From an optimization exercise on the open Yosys and OpenROAD flow, aimed at small area, a short achievable clock period and few clock cycles per item; shortcuts taken in it are not production practice.
In this exercise RTL edits were held to simulation tests only and were not proved equivalent to the original.

==> flow/design.v, too long to show whole: its modules and the start of the top module <==
// module ekf_top: 2198 lines
// module ekf_fa: 9 lines
// module ekf_ha: 8 lines
module ekf_top (
    input  logic        clk,
    input  logic        n_rst,
    input  logic        meas_req,
    input  logic [29:0] meas,
    output logic        meas_ack,
    output logic        result_req,
    output logic [47:0] result,
    input  logic        result_ack
);
  // ...
==> flow/flow/run.sh <==
#!/bin/bash
# the standard flow, with timing repair aiming 16.5 ns below the clock period
bash standard.sh SETUP_SLACK_MARGIN=16.5 finish > standard.log 2>&1
==> flow/standard.sh <==
#!/bin/bash
# synth_recipe.tcl (not shown) runs the flow's synth.tcl, then flattens the netlist and writes it again
# the make line also repeats each setting of config.mk as NAME=value (left out here)
make -C /OpenROAD-flow-scripts/flow DESIGN_CONFIG=/design/flow/config.mk WORK_HOME=/design/flow/orfs CLKGATE_MAP_FILE= SYNTH_SCRIPT=/design/flow/synth_recipe.tcl "${@:-finish}"
==> flow/config.mk <==
export PLATFORM = sky130hd
export DESIGN_NAME = ekf_top
export DESIGN_NICKNAME = ekf_top
export VERILOG_FILES = /design/flow/design.v
export SDC_FILE = /design/flow/constraint.sdc
export NUM_CORES = 4
export LEC_CHECK = 0
export CAP_MARGIN = 20
export CORE_MARGIN = 2
export CORE_UTILIZATION = 50
export SLEW_MARGIN = 20
export SYNTH_HIERARCHICAL = 1
export SYNTH_MINIMUM_KEEP_SIZE = 0
==> flow/constraint.sdc <==
create_clock -name core_clock -period 22.0 [get_ports {clk}]
set_input_delay 4.4000 -clock core_clock [delete_from_list [all_inputs] [get_ports {clk}]]
set_output_delay 4.4000 -clock core_clock [all_outputs]
set_load 0.01 [all_outputs]
==> metrics.md, run 1 <==
| Metric | Value |
|---|---|
| Met1 usage | 45.9% |
| Max Cap Viol | 0 |
| Die ar. | 47300 um2 |
| Largest net degree at the start of global routing | 75 |
| Non-Filler Instances | 2981 |
| Final Hold Vio Count | 0 |
| Final GP Congestion | 0.967 |
| Vias per cell | 6.19 |
| Antenna violations before repair | 0 |
| Mean area per synthesized cell | 10.0 um2 |
| #MultiIn Comb | 1888 |
| Placed cell areas | 24100 um2 |
| Setup Viol. Count Final | 0 |
| Commonest non-fill, non-tap cells in the layout | 423 x fa_1, 328 x nand2_1, 186 x a21oi_1 |
| Drt initial violations | 1670 |
| CTS tree | yes |
| Final setup margin | 16.42 ns |
| Status | complete, no violations |
| Final non-clock buffer share | 7.97% |
| DP Cell Count | 2843 |
| Clk cell area share | 2.35% |
| Setup TNS | 0 ns |
| Kind of critical path | flip-flop to primary output |
| DP Wirelength | 57300 um |
Testbench counts, summed over its fixed seeds: cycles 6,160, items 2,048.
==> inputs of run 2 (changes only) <==
--- a/flow/design.v
+++ b/flow/design.v
@@ -2156,33 +2156,33 @@
     logic ts895, tc896;
     ekf_fa u_ts895 (tc884, ts893, tc886, ts895, tc896);
     logic ts897, tc898;
     ekf_fa u_ts897 (pb512, pb359, pb429, ts897, tc898);
     logic ts899, tc900;
     ekf_fa u_ts899 (tc890, ts897, tc892, ts899, tc900);
     logic ts901, tc902;
     ekf_ha u_ts901 (tc894, ts899, ts901, tc902);
-    logic [22-1:0]  la, lb;
-    logic [22:0]    lsum;
-    logic [25-1:0] ms, mc, rsum;
+    logic [23-1:0]  la, lb;
+    logic [23:0]    lsum;
+    logic [24-1:0] ms, mc, rsum;
     logic            mcin;
-    assign la   = {tc250, tc222, tc198, tc178, ts175, tc140, tc124, tc108, tc92, tc78, tc64, ts61, tc40, ts37, ts27, ts17, ts9, ts3, pb2, pb1, pb0, pb478};
-    assign lb   = {ts279, ts249, ts221, ts197, ts177, ts157, ts139, ts123, ts107, ts91, ts77, ts63, ts51, ts39, ts29, ts19, ts11, ts5, ts1, 1'b0, pb479, 1'b0};
+    assign la   = {tc280, tc250, tc222, tc198, tc178, ts175, tc140, tc124, tc108, tc92, tc78, tc64, ts61, tc40, ts37, ts27, ts17, ts9, ts3, pb2, pb1, pb0, pb478};
+    assign lb   = {ts311, ts279, ts249, ts221, ts197, ts177, ts157, ts139, ts123, ts107, ts91, ts77, ts63, ts51, ts39, ts29, ts19, ts11, ts5, ts1, 1'b0, pb479, 1'b0};
     assign lsum = la + lb;
     always_ff @(posedge clk) begin
         if (s1 || s2) begin
-            ms   <= {tc896, tc888, tc878, tc866, tc850, tc832, tc812, tc790, tc768, tc746, tc722, tc698, tc672, tc646, tc618, tc590, tc560, tc528, tc494, tc458, tc422, tc386, tc348, ts345, tc280};
-            mc   <= {ts901, ts895, ts887, ts877, ts865, ts849, ts831, ts811, ts789, ts767, ts745, ts721, ts697, ts671, ts645, ts617, ts589, ts559, ts527, ts493, ts457, ts421, ts385, ts347, ts311};
-            mcin <= lsum[22];
+            ms   <= {tc896, tc888, tc878, tc866, tc850, tc832, tc812, tc790, tc768, tc746, tc722, tc698, tc672, tc646, tc618, tc590, tc560, tc528, tc494, tc458, tc422, tc386, tc348, ts345};
+            mc   <= {ts901, ts895, ts887, ts877, ts865, ts849, ts831, ts811, ts789, ts767, ts745, ts721, ts697, ts671, ts645, ts617, ts589, ts559, ts527, ts493, ts457, ts421, ts385, ts347};
+            mcin <= lsum[23];
         end
     end
     assign rsum   = ms + mc + mcin;
-    assign vrc_pr = rsum[46-22:23-22];
-    assign e      = rsum[45-22:22-22];
+    assign vrc_pr = rsum[46-23:23-23];
+    assign e      = {rsum[45-23:0], 1'b0};    
     localparam logic [23:0] soc_flip = 24'sh640000;
     logic [23:0] soc_r;
     assign soc = soc_r ^ soc_flip;
     always_ff @(posedge clk or negedge n_rst) begin
         if (!n_rst) begin
             soc_r <= '0;
             vrc   <= 24'sh000000;
         end else begin
==> flow/config.mk (replaced) <==
export PLATFORM = sky130hd
export DESIGN_NAME = ekf_top
export DESIGN_NICKNAME = ekf_top
export VERILOG_FILES = /design/flow/design.v
export SDC_FILE = /design/flow/constraint.sdc
export NUM_CORES = 4
export LEC_CHECK = 0
export CAP_MARGIN = 20
export CORE_MARGIN = 2
export CORE_UTILIZATION = 60
export PLACE_DENSITY = 0.8
export SLEW_MARGIN = 20
export SYNTH_HIERARCHICAL = 1
export SYNTH_MINIMUM_KEEP_SIZE = 0
==> run 2 against run 1 <==
Net effect: largest cell class unchanged; sequential cell count shrank 2; highest routed layer unchanged; still clean on timing, DRC and antenna; critical path depth is the same; clock-buffer cell count down 3.
==> metrics.md, run 2 <==
| Metric | Value |
|---|---|
| Die X | 199 um (was 218 um) |
| Crit path max fanout | 2 (unchanged) |
| Area Growth Syn to Fin | 10.6% (was 15.3%) |
| Cell taking the most area after synthesis | fa_1 (unchanged) |
| Final GP Congestion | 0.978 (was 0.967) |
| CP startpoint kind | flip-flop (unchanged) |
| Hold Crit Class | flip-flop to flip-flop (unchanged) |
| Vias | 18.6k (was 18.4k) |
| Largest Register | cap (unchanged) |
| Max Clock Freq | 0.180 GHz (was 0.179 GHz) |
| Filler Cell Count | 2998 (was 3955) |
| Mapped cell area | 22800 um2 (about the same) |
| Final Skew | 0.0157 ns (was 0.0128 ns) |
| Vias per cell | 6.51 (was 6.19) |
| Kind of critical path | flip-flop to primary output (unchanged) |
| Final core occ | 67.2% (was 58.1%) |
| Reg clk slew, reported paths | 0.08 ns (was 0.07 ns) |
| DP Worst Slack | 15.87 ns (was 15.52 ns) |
| Worst setup EP type | primary output (unchanged) |
| Drt pass-1 iters | 5 (was 6) |
| Commonest non-fill, non-tap cell in the layout | fa_1 (unchanged) |
| First-pass GRT wire length | 112000 um (was 117000 um) |
| Number of flops mapped to enable cells by yosys | 79 (was 81) |
| Synth warn | 7 (unchanged) |
| Worst skew pair latency | 0.49 ns (was 0.50 ns) |
| FFs w/ async S/R, synth | 35.3% (was 34.8%) |
| Antenna Nets Post-Route | 0 (unchanged) |
| Most frequent cell after synthesis | fa_1 (unchanged) |
| Non-Filler Instances | 2852 (was 2981) |
| Share of cells above drive strength 1 | 11.6% (was 15.7%) |
| CTS tree | yes (unchanged) |
| CP Data Arrival Time | 1.14 ns (was 1.18 ns) |
| Clock Path Buffers | 2 (unchanged) |
| Max reg flops | 30 (unchanged) |
| Slew Limit Fails | 0 (unchanged) |
| Port Buffers | 83 (unchanged) |
| Max incr delay on CP | 0.40 ns (was 0.43 ns) |
| Commonest non-fill, non-tap cells in the layout | 427 x fa_1, 338 x nand2_1, 217 x a21oi_1 (was 423 x fa_1, 328 x nand2_1, 186 x a21oi_1) |
| CP cell instances | buf_12 > buf_6 (unchanged) |
| CTS Buf Count | 17 (unchanged) |
| CTS Root Buffer Type | clkbuf_16 (unchanged) |
| Total GRT Usage | 39.2% (was 34.0%) |
| Num Clock Sinks | 156 (was 158) |
| Status | complete, no violations (unchanged) |
| Seq/Total Area, Yosys | 18.4% (was 18.6%) |
| Setup TNS | 0 ns (unchanged) |
| Final #Nets | 2919 (was 2958) |
| Drt initial violations | 2124 (was 1670) |
| Period utilization | 25.2% (was 25.3%) |
| Antenna cell count | 0 (unchanged) |
| Setup Viol. Count Final | 0 (unchanged) |
| RSZ-0062 raised after global routing | true (unchanged) |
| Htree depth | 4 (unchanged) |
| Final Hold Vio Count | 0 (unchanged) |
| WP data required | 17.60 ns (about the same) |
| Mean area per synthesized cell | 9.96 um2 (was 10.0 um2) |
| Max Cap Viol | 0 (unchanged) |
| Hold buffers post-CTS | 0 (unchanged) |
| Die ar. | 39500 um2 (was 47300 um2) |
| GRT Residual Overflow | 0 (unchanged) |
| Tmin final | 5.54 ns (was 5.58 ns) |
| WL final | 74700 um (was 79200 um) |
| Distinct cells, synth | 70 (was 73) |
| Number of global-route vias before repair | 19.3k (was 18.8k) |
| Initial Util | 60.7% (was 50.4%) |
| Routed WL per cell | 26.2 um (was 26.6 um) |
| Final setup margin | 16.46 ns (was 16.42 ns) |
| Core area | 37500 um2 (was 45200 um2) |
| Worst-Margin Slew | 1.03 ns (was 0.935 ns) |
| Largest net degree at the start of global routing | 74 (was 75) |
| Post-synth top cells | 427 x fa_1, 340 x nand2_1, 221 x a21oi_1 (was 426 x fa_1, 335 x nand2_1, 203 x a21oi_1) |
| Rel. slew slack | 31.6% (was 37.7%) |
| Synth Register Bits | 156 (was 158) |
| Gate Count Post-Synth | 2287 (was 2278) |
| Synth top area cells | fa_1 38%, edfxtp_1 10%, ha_1 7.1% (was fa_1 37%, edfxtp_1 11%, ha_1 7.1%) |
| Die Y | 199 um (was 218 um) |
| Rows | 71 (was 78) |
| Critical path's slowest cell | dfrtp_1 (unchanged) |
| DP Cell Count | 2768 (was 2843) |
| DRC Markers | 0 (unchanged) |
| Antenna violations before repair | 0 (unchanged) |
| DP Wirelength | 55300 um (was 57300 um) |
| I/O pins | 84 (unchanged) |
| Post-synth top flop | edfxtp_1 (unchanged) |
| Post-synth top area share | 37.5% (was 37.4%) |
## run 2: cell count changes after synthesis, sizes merged, moves of 7 or more
cell	before	now
a211oi	19	27
a21oi	203	221
buf	28	35
clkbuf	147	136
nand2b	45	52
nor2b	102	92
nor3	29	19
o21ai	153	134
xnor2	43	28
## run 2: final timing paths
check,from,endpoint,slack [ns],depth (start not counted)
hold reg to reg,meas_ack,s1,0.53,2
hold / removal,meas_ack,s1,0.53,2
min in group asynchronous,n_rst,soc_r[12],4.08,2
max in group asynchronous,n_rst,vrc[9],17.34,2
setup reg to reg,cf[2],mcin,16.57,14
setup / recovery,vrc[23],result[23],16.46,2
## run 2: layer usage
layer	up-vias	track usage, %	routed length, um
met1	9195	49.6	27400
met2	1262	60.4	33600
met3	345	7.92	7500
li1	7761	-	-
met4	0	28.5	6220
met5	-	0	0
## run 2: repair_timing
action	CTS	global route
gates cloned	0	1
pin swaps	0	4
gates resized for setup	267	60
setup endpoints to repair	72	49
setup buffers	40	11
## run 2: modules after synthesis (local to each module, per instance)
module / flip-flops and latches / cell area, um2 / cells inside / times used
ekf_ha: 0 / 12.5 / 1 / 28
ekf_top: 156 / 13900 / 1836 / 1
ekf_fa: 0 / 20.0 / 1 / 423
## run 2: stage by stage
stage	instance area, um2	hold slack [ns]
global route	25200	0.546
global placement	23900	0.449
floorplan	22800	0.473
finish	25200	0.532
CTS	24800	0.527
detailed placement	23900	0.464
## run 2: critical path: cells and delay by family, from the launching register on
family                 cells  cell delay [ns]
buffers and inverters      2             0.27
DFF                        1             0.40
## run 2: cell type report
| cell class | count | area (um2) | area share [%] |
|---|---|---|---|
| Clock buffer | 17 | 425 | 1.69 |
| Clock inverter | 15 | 164 | 0.651 |
| Inverter | 71 | 284 | 1.13 |
| Multi-Input combinational cell | 1893 | 17900 | 71.1 |
| Sequential cell | 156 | 4220 | 16.7 |
| Tap cell | 511 | 639 | 2.54 |
| Timing Repair Buffer | 189 | 1560 | 6.19 |
## run 2: cell families after synthesis
logic type	synth area share, %
AND/OR/NAND/NOR	14.4
adder cells (fa/ha/maj)	44.7
AO/OA/AOI/OAI	13.7
buffers and inverters	4.37
flip-flops	18.4
XOR/XNOR	2.26
multiplexers	2.17
other	0.0165
Testbench counts of run 2, summed over its fixed seeds: cycles 6,160, items 2,048.
==> inputs of run 3 (changes only) <==
--- a/flow/config.mk
+++ b/flow/config.mk
@@ -8,6 +8,7 @@
 export CAP_MARGIN = 20
 export CORE_MARGIN = 2
-export CORE_UTILIZATION = 60
-export PLACE_DENSITY = 0.8
+export CORE_UTILIZATION = 50
+export CTS_CLUSTER_DIAMETER = 60
+export CTS_CLUSTER_SIZE = 30
 export SLEW_MARGIN = 20
 export SYNTH_HIERARCHICAL = 1
==> run 3 against run 2 <==
Net effect: worst setup slack improved by 0.012 ns; core utilization is 11 points lower; final area increased by 0.54%; maximum frequency is 0.22% higher; register-to-register slack better by 0.10 ns; critical path depth did not move; via count fell by 3.0%; area after synthesis unchanged; largest cell class unchanged; highest routed layer unchanged.
==> metrics.md, run 3 <==
| Metric | Value |
|---|---|
| Status | complete, no violations (unchanged) |
| Routed WL per cell | 26.4 um (was 26.2 um) |
| Largest net degree at the start of global routing | 74 (unchanged) |
| Commonest non-fill, non-tap cells in the layout | 426 x fa_1, 339 x nand2_1, 216 x a21oi_1 (was 427 x fa_1, 338 x nand2_1, 217 x a21oi_1) |
| Synth Register Bits | 156 (unchanged) |
| Final GP Congestion | 0.950 (was 0.978) |
| Slew Limit Fails | 0 (unchanged) |
| Synth top area cells | fa_1 38%, edfxtp_1 10%, ha_1 7.1% (unchanged) |
| Critical path's slowest cell | dfrtp_1 (unchanged) |
| Filler Cell Count | 3974 (was 2998) |
| Total GRT Usage | 33.9% (was 39.2%) |
| Antenna cell count | 0 (unchanged) |
| Worst reg2reg path endpoint | mcin (unchanged) |
| CTS tree | yes (unchanged) |
| Final setup margin | 16.47 ns (was 16.46 ns) |
| Seq/Total Area, Yosys | 18.4% (unchanged) |
| Setup Viol. Count Final | 0 (unchanged) |
| Mean area per synthesized cell | 9.96 um2 (unchanged) |
| GRT busiest layer | met2 (unchanged) |
| CTS Root Buffer Type | clkbuf_16 (unchanged) |
| Final #Nets | 2920 (was 2919) |
| I/O pins | 84 (unchanged) |
| CTS Buf Count | 17 (unchanged) |
| Hold Crit Class | flip-flop to flip-flop (unchanged) |
| Final Hold Vio Count | 0 (unchanged) |
| RSZ-0062 raised after global routing | true (unchanged) |
| Distinct cells, synth | 70 (unchanged) |
| Cell taking the most area after synthesis | fa_1 (unchanged) |
| Drt initial violations | 1515 (was 2124) |
| WHS | 0.525 ns (was 0.532 ns) |
| End of the critical path | result[14] (was result[23]) |
| Die ar. | 47300 um2 (was 39500 um2) |
| Post-synth top flop | edfxtp_1 (unchanged) |
| Post-synth top cells | 427 x fa_1, 340 x nand2_1, 221 x a21oi_1 (unchanged) |
| Largest Register | cap (unchanged) |
| Critical Path Source | vrc[14] (was vrc[23]) |
| Setup TNS | 0 ns (unchanged) |
| Die Y | 217 um (was 199 um) |
| Multi-input logic area | 17900 um2 (about the same) |
| Initial Util | 50.4% (was 60.7%) |
| Drt pass-1 iters | 6 (was 5) |
| Register-to-Register Path Depth | 20 (was 14) |
| Gate Count Post-Synth | 2287 (unchanged) |
| Final core occ | 56.0% (was 67.2%) |
| Post-synth top area share | 37.5% (unchanged) |
| Synth warn | 7 (unchanged) |
| Commonest non-fill, non-tap cell in the layout | fa_1 (unchanged) |
| Met1 usage | 43.0% (was 49.6%) |
| Reg clk slew, reported paths | 0.07 ns (was 0.08 ns) |
| FF-to-FF Start | cf[0] (was cf[2]) |
| Met2 Use GR | 53.9% (was 60.4%) |
| FFs w/ async S/R, synth | 35.3% (unchanged) |
| CP startpoint kind | flip-flop (unchanged) |
| Area Growth Syn to Fin | 11.2% (was 10.6%) |
| Rows | 78 (was 71) |
| Kind of critical path | flip-flop to primary output (unchanged) |
| Vias | 18.0k (was 18.6k) |
| First-pass GRT wire length | 116000 um (was 112000 um) |
| Share of cells above drive strength 1 | 11.6% (about the same) |
| Crit path max fanout | 2 (unchanged) |
| Max Clock Freq | 0.181 GHz (was 0.180 GHz) |
| Delay-heaviest family, CP | flip-flops (unchanged) |
| CP Data Arrival Time | 1.13 ns (was 1.14 ns) |
| Clock Path Buffers | 2 (unchanged) |
| Worst skew pair latency | 0.49 ns (about the same) |
| Mapped cell area | 22800 um2 (unchanged) |
| Port Buffers | 83 (unchanged) |
| WL final | 77700 um (was 74700 um) |
| Final Skew | 0.0179 ns (was 0.0157 ns) |
| Max Cap Viol | 0 (unchanged) |
| Sequential cell area | 4200 um2 (was 4220 um2) |
| GRT Residual Overflow | 0 (unchanged) |
| Worst-Margin Slew | 0.977 ns (was 1.03 ns) |
| Reg2Reg Setup Slack | 16.67 ns (was 16.57 ns) |
| Max reg flops | 30 (unchanged) |
| CP cell instances | buf_12 > buf_6 (unchanged) |
| Max incr delay on CP | 0.41 ns (was 0.40 ns) |
| DRC Markers | 0 (unchanged) |
| Rel. slew slack | 34.9% (was 31.6%) |
| Num Clock Sinks | 156 (unchanged) |
| DP Worst Slack | 15.82 ns (was 15.87 ns) |
| Most frequent cell after synthesis | fa_1 (unchanged) |
| M3 GR Usage | 7.30% (was 7.92%) |
| Die X | 217 um (was 199 um) |
| WP data required | 17.60 ns (about the same) |
| Number of global-route vias before repair | 18.8k (was 19.3k) |
| Tmin final | 5.53 ns (was 5.54 ns) |
| Period utilization | 25.1% (was 25.2%) |
| Buffers and inverters on the worst path | 2 (unchanged) |
| Critical path depth | 2 (unchanged) |
| Vias per cell | 6.12 (was 6.51) |
| Htree depth | 4 (unchanged) |
| Core area | 45200 um2 (was 37500 um2) |
| Antenna violations before repair | 0 (unchanged) |
| Number of flops mapped to enable cells by yosys | 79 (unchanged) |
| Antenna Nets Post-Route | 0 (unchanged) |
| DP Wirelength | 57900 um (was 55300 um) |
| Worst setup EP type | primary output (unchanged) |
[run 3: cell counts after synthesis]
Identical to the previous run, type by type.
[run 3: final cells by class]
type,count,share of cell area [%]
multi-input combinational,1893,70.8
sequential,156,16.6
timing repair buffer,190,6.18
tap,600,2.96
clock buffer,17,1.68
inverter,71,1.11
clock inverter,15,0.692
[run 3: cell families (layout without fill, tap and decap cells)]
group,after synthesis,count (layout),synth area share (%)
simple gates,700,700,14.4
compound gates,526,526,13.7
buf+inv,242,293,4.37
mux,48,48,2.17
flops,156,156,18.4
fa+ha+maj,557,557,44.7
xor+xnor,57,57,2.26
other cells,1,5,0.0165
[run 3: how the worst min path moves through the flow]
stage | start | end | slack [ns] | cells past startpoint
2_1_floorplan | s1w | s1w | 0.47 | 2
3_3_place_gp | meas_ack | s1 | 0.44 | 1
3_5_place_dp | meas_ack | s1 | 0.46 | 1
4_1_cts | meas_ack | s1 | 0.52 | 2
5_1_grt | meas_ack | s1 | 0.57 | 2
6_report | out_idle | out_idle | 0.52 | 2
[run 3: routing by layer]
metal  up-vias  wire length [um]
met4         0              5050
met1      9157             30200
met2       816             36100
li1       7787                 -
met5         -                 0
met3       243              6360
[run 3: metrics by stage]
stage	area, um2	std cells
floorplan	22800	2291
global placement	24100	2862
detailed placement	24100	2862
CTS	24900	2930
global route	25300	2942
finish	25300	2942
[run 3: timing repair]
item	4_1_cts	5_1_grt
pin swaps	0	15
buffers inserted	36	11
cloned	0	1
resized for setup	265	62
hold buffers	0	0
endpoints found under the setup margin	73	51
[run 3: tightest hold or removal path, delay by kind of cell, from the launching register on]
| kind | cells | cell delay, ns |
|---|---|---|
| DFF | 1 | 0.38 |
| and+or+nand+nor | 2 | 0.15 |
[run 3: modules after synthesis (local to each module, per instance)]
module   flip-flops and latches  times used  cells inside  cell area (um2)
ekf_ha                        0          28             1             12.5
ekf_fa                        0         423             1             20.0
ekf_top                     156           1          1836            13900
==> inputs of run 4 (changes only) <==
--- a/flow/config.mk
+++ b/flow/config.mk
@@ -6,9 +6,8 @@
 export NUM_CORES = 4
 export LEC_CHECK = 0
+export ABC_AREA = 1
 export CAP_MARGIN = 20
 export CORE_MARGIN = 2
 export CORE_UTILIZATION = 50
-export CTS_CLUSTER_DIAMETER = 60
-export CTS_CLUSTER_SIZE = 30
 export SLEW_MARGIN = 20
 export SYNTH_HIERARCHICAL = 1
==> run 4 against run 3 <==
Net effect: clock-buffer cell count is 1 higher; still clean; first-iteration DRC count increased by 47%; sequential cell count stayed put; critical path depth down 1; critical endpoint is now result[22]; via count is 13% higher.
==> metrics.md, run 4 <==
| Metric | Value |
|---|---|
| CTS Root Buffer Type | clkbuf_16 (unchanged) |
| FF-to-FF Start | vrc[23] (was cf[0]) |
| DP Wirelength | 73300 um (was 57900 um) |
| Die X | 220 um (was 217 um) |
| Largest Register | cap (unchanged) |
| Placed cell areas | 24800 um2 (was 24100 um2) |
| Final #Nets | 3343 (was 2920) |
| Worst skew pair latency | 0.51 ns (was 0.49 ns) |
| Post-synth top cells | 679 x nand2_1, 427 x fa_1, 270 x inv_1 (was 427 x fa_1, 340 x nand2_1, 221 x a21oi_1) |
| Synth warn | 7 (unchanged) |
| Largest net degree at the start of global routing | 56 (was 74) |
| Period utilization | 25.4% (was 25.1%) |
| Antenna violations before repair | 2 (was 0) |
| Core area | 46400 um2 (was 45200 um2) |
| Drt pass-1 iters | 6 (unchanged) |
| Commonest non-fill, non-tap cells in the layout | 675 x nand2_1, 426 x fa_1, 259 x inv_1 (was 426 x fa_1, 339 x nand2_1, 216 x a21oi_1) |
| Area Growth Syn to Fin | 9.86% (was 11.2%) |
| Max reg flops | 30 (unchanged) |
| Distinct cells, synth | 63 (was 70) |
| Antenna Nets Post-Route | 0 (unchanged) |
| Kind of critical path | flip-flop to primary output (unchanged) |
| Final GP Congestion | 1.05 (was 0.950) |
| Most frequent cell after synthesis | nand2_1 (was fa_1) |
| Critical path's slowest cell | dfrtp_4 (was dfrtp_1) |
| First-pass GRT wire length | 135000 um (was 116000 um) |
| Total GRT Usage | 39.9% (was 33.9%) |
| Setup Viol. Count Final | 0 (unchanged) |
| Final core occ | 55.4% (was 56.0%) |
| Commonest non-fill, non-tap cell in the layout | nand2_1 (was fa_1) |
| Post-synth top area share | 36.6% (was 37.5%) |
| Post-route cell area | 25700 um2 (was 25300 um2) |
| Register-to-Register Path Depth | 11 (was 20) |
| CP Data Arrival Time | 1.18 ns (was 1.13 ns) |
| Seq/Total Area, Yosys | 17.9% (was 18.4%) |
| CP cell instances | buf_6 (was buf_12 > buf_6) |
| Share of cells above drive strength 1 | 9.73% (was 11.6%) |
| Reg2Reg Setup Slack | 16.54 ns (was 16.67 ns) |
| Final Hold Vio Count | 0 (unchanged) |
| Mean area per synthesized cell | 8.71 um2 (was 9.96 um2) |
| Max Clock Freq | 0.179 GHz (was 0.181 GHz) |
| Setup TNS | 0 ns (unchanged) |
| Routed WL per cell | 27.6 um (was 26.4 um) |
| Antenna cell count | 0 (unchanged) |
| RSZ-0062 raised after global routing | true (unchanged) |
| Die ar. | 48500 um2 (was 47300 um2) |
| Worst-Margin Slew | 1.10 ns (was 0.977 ns) |
| Worst setup EP type | primary output (unchanged) |
| Gate Count Post-Synth | 2682 (was 2287) |
| Filler Cell Count | 4347 (was 3974) |
| Rel. slew slack | 26.8% (was 34.9%) |
| Num Clock Sinks | 156 (unchanged) |
| Number of flops mapped to enable cells by yosys | 79 (unchanged) |
| Final Skew | 0.0175 ns (was 0.0179 ns) |
| Tmin final | 5.58 ns (was 5.53 ns) |
| Die Y | 220 um (was 217 um) |
| Initial Util | 50.4% (about the same) |
| Status | complete, no violations (unchanged) |
| WL final | 93000 um (was 77700 um) |
| Reg clk slew, reported paths | 0.07 ns (about the same) |
| WP data required | 17.60 ns (about the same) |
| Buffers and inverters on the worst path | 1 (was 2) |
| CTS Buf Count | 17 (unchanged) |
| Cell taking the most area after synthesis | fa_1 (unchanged) |
| Synth Register Bits | 156 (unchanged) |
| Hold buffers post-CTS | 0 (unchanged) |
| Rows | 79 (was 78) |
| CP startpoint kind | flip-flop (unchanged) |
| Synth top area cells | fa_1 37%, nand2_1 11%, edfxtp_1 10% (was fa_1 38%, edfxtp_1 10%, ha_1 7.1%) |
| Max incr delay on CP | 0.53 ns (was 0.41 ns) |
| Hold-critical path depth | 2 (unchanged) |
| Worst reg2reg path endpoint | mc[7] (was mcin) |
| Drt initial violations | 2221 (was 1515) |
| Htree depth | 4 (unchanged) |
| FFs w/ async S/R, synth | 35.3% (unchanged) |
| Port Buffers | 83 (unchanged) |
| Hold path start | out_idle (unchanged) |
| Clock Path Buffers | 2 (unchanged) |
| I/O pins | 84 (unchanged) |
| DRC Markers | 0 (unchanged) |
| Post-synth top flop | edfxtp_1 (unchanged) |
| Vias per cell | 6.05 (was 6.12) |
| Vias | 20.4k (was 18.0k) |
| Slew Limit Fails | 0 (unchanged) |
| Hold Crit Class | flip-flop to flip-flop (unchanged) |
| Mapped cell area | 23400 um2 (was 22800 um2) |
| Crit path max fanout | 2 (unchanged) |
| Number of global-route vias before repair | 20.7k (was 18.8k) |
| Delay-heaviest family, CP | flip-flops (unchanged) |
| Max Cap Viol | 0 (unchanged) |
| CTS tree | yes (unchanged) |
| GRT Residual Overflow | 0 (unchanged) |
| Hold endpoint | out_idle (unchanged) |
==> run 4: modules after synthesis, one instance, submodules excluded <==
module | times used | cells
ekf_fa | 423 | 1
ekf_top | 1 | 2231
ekf_ha | 28 | 1
==> run 4: layout make-up <==
| class | count | area (um2) | area share [%] |
|---|---|---|---|
| timing repair inverter | 2 | 12.5 | 0.0487 |
| multi-input combinational | 2116 | 17600 | 68.5 |
| timing repair buffer | 173 | 1440 | 5.61 |
| clock inverter | 14 | 113 | 0.439 |
| sequential | 156 | 4220 | 16.4 |
| inverter | 286 | 1110 | 4.32 |
| clock buffer | 18 | 429 | 1.67 |
| tap | 607 | 759 | 2.96 |
==> run 4: metrics by stage <==
step                worst slack [ns]  instances  hold slack, ns
floorplan                      16.67       2686           0.472
global placement               15.37       3295           0.456
detailed placement             15.35       3295           0.469
CTS                            16.38       3359           0.529
global route                   16.41       3372           0.542
finish                         16.42       3372           0.527
==> run 4: how the worst max path moves through the flow <==
| stage | start | end | slack [ns] | cells past startpoint |
|---|---|---|---|---|
| 2_1_floorplan | result_ack | vrc[7] | 16.67 | 7 |
| 3_3_place_gp | result_ack | vrc[7] | 15.37 | 7 |
| 3_5_place_dp | result_ack | vrc[7] | 15.35 | 7 |
| 4_1_cts | vrc[22] | result[22] | 16.38 | 1 |
| 5_1_grt | vrc[22] | result[22] | 16.41 | 1 |
| 6_report | vrc[22] | result[22] | 16.42 | 1 |
==> run 4: kinds of logic after synthesis <==
family          after synthesis  synth area share, %
compound gates              471                 11.5
xor+xnor                     38                 1.42
fa+ha+maj                   557                 43.5
buf+inv                     414                 7.04
flops                       156                 17.9
other cells                   1               0.0160
simple gates               1045                 18.6
==> run 4: metal layers <==
| metal | part of all wire (%) | up-vias | wire [um] | track usage, % |
|---|---|---|---|---|
| li1 | - | 8798 | - | - |
| met1 | 38 | 10000 | 35400 | 51.6 |
| met2 | 44 | 1296 | 41200 | 59.8 |
| met3 | 12 | 269 | 11300 | 13.7 |
| met4 | 5.5 | 2 | 5090 | 19.8 |
| met5 | 0.011 | - | 10 | 0 |
==> run 4: repair_timing <==
action                     4_1_cts  5_1_grt
gates resized for setup        251       25
setup endpoints to repair       67       42
buffers inserted                31       12
pin swaps                        1        2
cloned                           1        1
==> inputs of run 5 (changes only) <==
--- a/flow/config.mk
+++ b/flow/config.mk
@@ -6,5 +6,4 @@
 export NUM_CORES = 4
 export LEC_CHECK = 0
-export ABC_AREA = 1
 export CAP_MARGIN = 20
 export CORE_MARGIN = 2
==> run 5 against run 4 <==
Net effect: still clean; non-clock buffer count increased by 17; clock-buffer cell count decreased by 1; final area decreased by 1.4%; register-to-register slack improved by 0.13 ns; critical endpoint is now result[14]; largest cell class unchanged.
==> metrics.md, run 5 <==
| Metric | Value |
|---|---|
| Worst setup EP type | primary output (unchanged) |
| Critical path depth | 2 (was 1) |
| Synth top area cells | fa_1 38%, edfxtp_1 10%, ha_1 7.1% (was fa_1 37%, nand2_1 11%, edfxtp_1 10%) |
| WP data required | 17.60 ns (about the same) |
| Drt pass-1 iters | 6 (unchanged) |
| Cell taking the most area after synthesis | fa_1 (unchanged) |
| Hold Crit Class | flip-flop to flip-flop (unchanged) |
| Total GRT Usage | 33.9% (was 39.9%) |
| CP startpoint kind | flip-flop (unchanged) |
| Antenna Nets Post-Route | 0 (unchanged) |
| Final core occ | 56.0% (was 55.4%) |
| WL final | 77700 um (was 93000 um) |
| Final GP Congestion | 0.950 (was 1.05) |
| Mean area per synthesized cell | 9.96 um2 (was 8.71 um2) |
| Drt initial violations | 1515 (was 2221) |
| FFs w/ async S/R, synth | 35.3% (unchanged) |
| Worst-Margin Slew | 0.977 ns (was 1.10 ns) |
| Register-to-Register Path Depth | 20 (was 11) |
| Seq/Total Area, Yosys | 18.4% (was 17.9%) |
| Die Y | 217 um (was 220 um) |
| Initial Util | 50.4% (about the same) |
| Commonest non-fill, non-tap cells in the layout | 426 x fa_1, 339 x nand2_1, 216 x a21oi_1 (was 675 x nand2_1, 426 x fa_1, 259 x inv_1) |
| Post-synth top flop | edfxtp_1 (unchanged) |
| Port Buffers | 83 (unchanged) |
| Critical path's slowest cell | dfrtp_1 (was dfrtp_4) |
| Slew Limit Fails | 0 (unchanged) |
| Placed cell areas | 24100 um2 (was 24800 um2) |
| DP Worst Slack | 15.82 ns (was 15.35 ns) |
| CTS Buf Count | 17 (unchanged) |
| Final setup margin | 16.47 ns (was 16.42 ns) |
| DRC Markers | 0 (unchanged) |
| CP Data Arrival Time | 1.13 ns (was 1.18 ns) |
| Tmin final | 5.53 ns (was 5.58 ns) |
| Non-Filler Instances | 2942 (was 3372) |
| Share of cells above drive strength 1 | 11.6% (was 9.73%) |
| Buffers and inverters on the worst path | 2 (was 1) |
| Antenna cell count | 0 (unchanged) |
| Final #Nets | 2920 (was 3343) |
| Max incr delay on CP | 0.41 ns (was 0.53 ns) |
| I/O pins | 84 (unchanged) |
| Core area | 45200 um2 (was 46400 um2) |
| Most frequent cell after synthesis | fa_1 (was nand2_1) |
| Number of global-route vias before repair | 18.8k (was 20.7k) |
| Reg2Reg Setup Slack | 16.67 ns (was 16.54 ns) |
| Crit path max fanout | 2 (unchanged) |
| Post-synth top area share | 37.5% (was 36.6%) |
| Met2 Use GR | 53.9% (was 59.8%) |
| Met1 usage | 43.0% (was 51.6%) |
| Area Growth Syn to Fin | 11.2% (was 9.86%) |
| Post-route cell area | 25300 um2 (was 25700 um2) |
| Clock Path Buffers | 2 (unchanged) |
| Synth warn | 7 (unchanged) |
| First-pass GRT wire length | 116000 um (was 135000 um) |
| Distinct cells, synth | 70 (was 63) |
| Worst skew pair latency | 0.49 ns (was 0.51 ns) |
| Final Hold Vio Count | 0 (unchanged) |
| DP Cell Count | 2862 (was 3295) |
| CP cell instances | buf_12 > buf_6 (was buf_6) |
| Max Cap Viol | 0 (unchanged) |
| Reg clk slew, reported paths | 0.07 ns (about the same) |
| Status | complete, no violations (unchanged) |
| Routed WL per cell | 26.4 um (was 27.6 um) |
| Max Clock Freq | 0.181 GHz (was 0.179 GHz) |
| Setup TNS | 0 ns (unchanged) |
| Vias per cell | 6.12 (was 6.05) |
| Period utilization | 25.1% (was 25.4%) |
| Hold-critical path depth | 2 (unchanged) |
| GRT Residual Overflow | 0 (unchanged) |
| Final Skew | 0.0179 ns (was 0.0175 ns) |
| Largest Register | cap (unchanged) |
| Max reg flops | 30 (unchanged) |
| Htree depth | 4 (unchanged) |
| CTS tree | yes (unchanged) |
| RSZ-0062 raised after global routing | true (unchanged) |
| CTS Root Buffer Type | clkbuf_16 (unchanged) |
| Rel. slew slack | 34.9% (was 26.8%) |
| Delay-heaviest family, CP | flip-flops (unchanged) |
| WHS | 0.525 ns (was 0.527 ns) |
| Mapped cell area | 22800 um2 (was 23400 um2) |
| Synth Register Bits | 156 (unchanged) |
| Setup Viol. Count Final | 0 (unchanged) |
| Commonest non-fill, non-tap cell in the layout | fa_1 (was nand2_1) |
| Largest net degree at the start of global routing | 74 (was 56) |
| Die ar. | 47300 um2 (was 48500 um2) |
| GRT busiest layer | met2 (unchanged) |
| Die X | 217 um (was 220 um) |
| Number of flops mapped to enable cells by yosys | 79 (unchanged) |
| Kind of critical path | flip-flop to primary output (unchanged) |
| Vias | 18.0k (was 20.4k) |
| DP Wirelength | 57900 um (was 73300 um) |
| Num Clock Sinks | 156 (unchanged) |
| Rows | 78 (was 79) |
| M3 GR Usage | 7.30% (was 13.7%) |
| Post-synth top cells | 427 x fa_1, 340 x nand2_1, 221 x a21oi_1 (was 679 x nand2_1, 427 x fa_1, 270 x inv_1) |
| Antenna violations before repair | 0 (was 2) |
| Gate Count Post-Synth | 2287 (was 2682) |
==> run 5: cell types whose count changed after synthesis, moves of 90 or more <==
cell / change
nor2_1: -90
a21oi_1: +126
inv_1: -202
o21ai_0: -97
nand2_1: -339
nor2b_1: +92
==> run 5: repair_timing <==
item	in CTS	in global routing
setup endpoints to repair	73	51
gates resized for setup	265	62
cloned	0	1
setup buffers	36	11
hold buffers	0	0
pin swaps	0	15
==> run 5: worst register-to-register path, delay by kind of cell (launching register included) <==
kind	cells	cell delay, ns
compound gates	4	0.65
fa+ha+maj	7	2.66
buf+inv	2	0.41
flops	1	0.30
simple gates	7	1.03
==> run 5: cells by family after synthesis <==
| kind of cell | count (synthesis) | synth area share (%) |
|---|---|---|
| and+or+nand+nor | 700 | 14.4 |
| adders and majority gates | 557 | 44.7 |
| AOI/OAI and AO/OA | 526 | 13.7 |
| buffers and inverters | 242 | 4.37 |
| DFF | 156 | 18.4 |
| xor gates and xnor gates | 57 | 2.26 |
| muxes | 48 | 2.17 |
| other | 1 | 0.0165 |
==> run 5: path summary, 6_finish.rpt <==
path | to | start
max | result[14] | vrc[14]
min | out_idle | out_idle
max reg2reg | mcin | cf[0]
min reg2reg | out_idle | out_idle
max in group asynchronous | vrc[21] | n_rst
min in group asynchronous | s1w | n_rst
==> run 5: modules after synthesis, one instance, submodules excluded <==
| module | times used | flip-flops and latches |
|---|---|---|
| ekf_fa | 423 | 0 |
| ekf_top | 1 | 156 |
| ekf_ha | 28 | 0 |
==> run 5: routing by layer <==
| metal | vias up | routed length, um | share of wire (%) |
|---|---|---|---|
| met4 | 0 | 5050 | 6.5 |
| li1 | 7787 | - | - |
| met3 | 243 | 6360 | 8.2 |
| met2 | 816 | 36100 | 46 |
| met1 | 9157 | 30200 | 39 |
| met5 | - | 0 | 0 |
==> run 5: area by class of cell <==
type	count	area, um2
Sequential cell	156	4200
Multi-Input combinational cell	1893	17900
Fill cell	3974	19900
Inverter	71	280
Clock buffer	17	425
Timing Repair Buffer	190	1560
Clock inverter	15	175
Tap cell	600	751
==> inputs of run 6 (changes only) <==
==> flow/flow/run.sh (replaced) <==
#!/bin/bash
# the standard flow, with timing repair aiming 16.7 ns below the clock period
bash standard.sh SETUP_SLACK_MARGIN=16.7 finish > standard.log 2>&1
==> run 6 against run 5 <==
Net effect: clock-buffer cell count rose by 1; core utilization grew 0.89 points; routed wire length rose by 1.7%; worst setup slack got worse by 0.011 ns; hold slack worse by 0.071 ns; die area is the same; critical path type unchanged; critical endpoint is now result[23].
==> metrics.md, run 6 <==
| Metric | Value |
|---|---|
| CTS Root Buffer Type | clkbuf_16 (unchanged) |
| Largest Register | cap (unchanged) |
| Reg clk slew, reported paths | 0.08 ns (was 0.07 ns) |
| Synth Register Bits | 156 (unchanged) |
| First-pass GRT wire length | 119000 um (was 116000 um) |
| Max reg flops | 30 (unchanged) |
| DRC Markers | 0 (unchanged) |
| Status | complete, no violations (unchanged) |
| Worst setup EP type | primary output (unchanged) |
| Clock Path Buffers | 2 (unchanged) |
| Sequential cell area | 4210 um2 (was 4200 um2) |
| Vias per cell | 6.13 (was 6.12) |
| Hold-critical path depth | 1 (was 2) |
| Worst-Margin Slew | 1.06 ns (was 0.977 ns) |
| End of the critical path | result[23] (was result[14]) |
| Num Clock Sinks | 156 (unchanged) |
| Register-to-Register Path Depth | 10 (was 20) |
| Worst reg2reg path endpoint | mc[3] (was mcin) |
| Post-synth top area share | 37.5% (unchanged) |
| Kind of critical path | flip-flop to primary output (unchanged) |
| Largest net degree at the start of global routing | 74 (unchanged) |
| Distinct cells, synth | 70 (unchanged) |
| WHS | 0.454 ns (was 0.525 ns) |
| Synth warn | 7 (unchanged) |
| Critical Path Source | vrc[23] (was vrc[14]) |
| Routed WL per cell | 26.7 um (was 26.4 um) |
| Synth top area cells | fa_1 38%, edfxtp_1 10%, ha_1 7.1% (unchanged) |
| Reg2Reg Setup Slack | 16.78 ns (was 16.67 ns) |
| Mapped cell area | 22800 um2 (unchanged) |
| WP data required | 17.60 ns (about the same) |
| Filler Cell Count | 3893 (was 3974) |
| Slew Limit Fails | 0 (unchanged) |
| Max Cap Viol | 0 (unchanged) |
| Rel. slew slack | 29.5% (was 34.9%) |
| Htree depth | 4 (unchanged) |
| CTS tree | yes (unchanged) |
| Mean area per synthesized cell | 9.96 um2 (unchanged) |
| Setup TNS | 0 ns (unchanged) |
| Hold Crit Class | flip-flop to flip-flop (unchanged) |
| Share of cells above drive strength 1 | 13.7% (was 11.6%) |
| Commonest non-fill, non-tap cell in the layout | fa_1 (unchanged) |
| Final GP Congestion | 0.957 (was 0.950) |
| Final core occ | 56.9% (was 56.0%) |
| Crit path max fanout | 2 (unchanged) |
| CP Data Arrival Time | 1.14 ns (was 1.13 ns) |
| Gate Count Post-Synth | 2287 (unchanged) |
| Final #Nets | 2942 (was 2920) |
| Setup Viol. Count Final | 0 (unchanged) |
| FF-to-FF Start | cf[7] (was cf[0]) |
| Period utilization | 25.2% (was 25.1%) |
| DP Wirelength | 58200 um (was 57900 um) |
| Total GRT Usage | 34.5% (was 33.9%) |
| CP startpoint kind | flip-flop (unchanged) |
| Commonest non-fill, non-tap cells in the layout | 424 x fa_1, 337 x nand2_1, 211 x a21oi_1 (was 426 x fa_1, 339 x nand2_1, 216 x a21oi_1) |
| Worst skew pair latency | 0.48 ns (was 0.49 ns) |
| GRT Residual Overflow | 0 (unchanged) |
| Area Growth Syn to Fin | 13.0% (was 11.2%) |
| Die ar. | 47300 um2 (unchanged) |
| Number of flops mapped to enable cells by yosys | 79 (unchanged) |
| Vias | 18.2k (was 18.0k) |
| Drt initial violations | 1731 (was 1515) |
| Final Skew | 0.0160 ns (was 0.0179 ns) |
| Post-synth top flop | edfxtp_1 (unchanged) |
| Drt pass-1 iters | 5 (was 6) |
| Seq/Total Area, Yosys | 18.4% (unchanged) |
| Final Hold Vio Count | 0 (unchanged) |
| Antenna violations before repair | 1 (was 0) |
| Antenna Nets Post-Route | 0 (unchanged) |
| Die X | 217 um (unchanged) |
| Most frequent cell after synthesis | fa_1 (unchanged) |
| Number of global-route vias before repair | 19.1k (was 18.8k) |
| I/O pins | 84 (unchanged) |
| Rows | 78 (unchanged) |
| Post-synth top cells | 427 x fa_1, 340 x nand2_1, 221 x a21oi_1 (unchanged) |
| FFs w/ async S/R, synth | 35.3% (unchanged) |
| Port Buffers | 83 (unchanged) |
| CTS Buf Count | 17 (unchanged) |
| Tmin final | 5.54 ns (was 5.53 ns) |
| Initial Util | 50.4% (unchanged) |
| Multi-input logic area | 18100 um2 (was 17900 um2) |
| Die Y | 217 um (unchanged) |
| Core area | 45200 um2 (unchanged) |
| Max Clock Freq | 0.180 GHz (was 0.181 GHz) |
| RSZ-0062 raised after global routing | true (unchanged) |
| WL final | 79100 um (was 77700 um) |
| Cell taking the most area after synthesis | fa_1 (unchanged) |
[run 6: cell types whose count changed in the layout (fill, tap and decap cells not counted), sizes merged]
cell	previous run	this run
buf	158	179
clkbuf	17	18
bufinv	2	1
clkinvlp	1	2
clkdlybuf4s50	32	31
inv	77	74
nor2	98	99
clkinv	6	8
diode	0	1
dlygate4sd2	0	1
[run 6: worst min path at each step]
stage | start | end | slack [ns]
floorplan | out_idle | out_idle | 0.49
global placement | meas_ack | s1 | 0.44
detailed placement | meas_ack | s1 | 0.46
CTS | meas_ack | s1 | 0.46
global route | meas_ack | s1 | 0.48
finish | meas_ack | s1 | 0.45
[run 6: metal layers]
metal | wire length (um) | vias up | GRT usage [%]
li1 | - | 7843 | -
met3 | 5540 | 225 | 5.94
met5 | 0 | - | 0
met2 | 37200 | 863 | 55.8
met4 | 4920 | 0 | 19.1
met1 | 31400 | 9245 | 44.2
[run 6: final cells by class]
class | count | area share, %
clock buffers | 18 | 1.75
inverters | 71 | 1.09
clock inverters | 14 | 0.574
multi-input cells | 1894 | 70.4
repair buffers | 211 | 6.92
well taps | 600 | 2.92
flip-flops and latches | 156 | 16.4
diodes | 1 | 0.00973
[run 6: logic make-up after synthesis]
| kind of cell | count (synthesis) | synth area share, % |
|---|---|---|
| xor gates and xnor gates | 57 | 2.26 |
| adders and majority gates | 557 | 44.7 |
| other | 1 | 0.0165 |
| muxes | 48 | 2.17 |
| AOI/OAI and AO/OA | 526 | 13.7 |
| buffers and inverters | 242 | 4.37 |
| DFF | 156 | 18.4 |
| and+or+nand+nor | 700 | 14.4 |
[run 6: critical path: stages (launching register included)]
cell and delay, ns:
dfrtp_1 0.41, buf_12 0.15, buf_6 0.11
[run 6: what timing repair did]
action,4_1_cts,5_1_grt
endpoints found under the setup margin,102,81
hold buffers,0,0
resized for setup,297,76
gates cloned,2,0
pin swaps,5,33
setup buffers,42,26
[run 6: modules after synthesis (local to each module, per instance)]
module   times used  flops+latches  cells  cell area, um2
ekf_ha           28              0      1            12.5
ekf_top           1            156   1836           13900
ekf_fa          423              0      1            20.0
[run 6: through the flow]
| stage | cells | instance area (um2) | setup WS [ns] |
|---|---|---|---|
| floorplan | 2291 | 22800 | 16.68 |
| global placement | 2862 | 24100 | 15.74 |
| detailed placement | 2862 | 24100 | 15.69 |
| CTS | 2938 | 25200 | 16.43 |
| global route | 2964 | 25700 | 16.43 |
| finish | 2965 | 25700 | 16.46 |

-- afterwards: timing with drivers on the ports --
In the flow no input, the clock included, has a driving cell. The finished layouts below were timed again as built, in two steps.
Step 1, drivers: a clkbuf_16 drives clk and a buf_2 each remaining input, both assumed.
Step 2, shift: input delay + t, output delay - t, t = (earliest + latest rising clock arrival at the registers) / 2. This alone moves slack from input paths to output paths.
Slacks: no drivers / after step 1 / after step 2; pairs: no drivers / after step 1.
run | t, ns | setup WS [ns] | worst setup path at the end
run 1 | 0.551 | 16.424 / 16.366 / 16.291 | input to register
run 2 | 0.533 | 16.457 / 16.405 / 16.036 | input to register
run 3 | 0.542 | 16.469 / 16.408 / 16.033 | input to register
run 4 | 0.568 | 16.422 / 16.359 / 16.048 | input to register
run 5 | 0.542 | 16.469 / 16.408 / 16.033 | input to register
run 6 | 0.522 | 16.458 / 16.406 / 16.315 | input to register
After both steps every run listed still meets setup and hold.
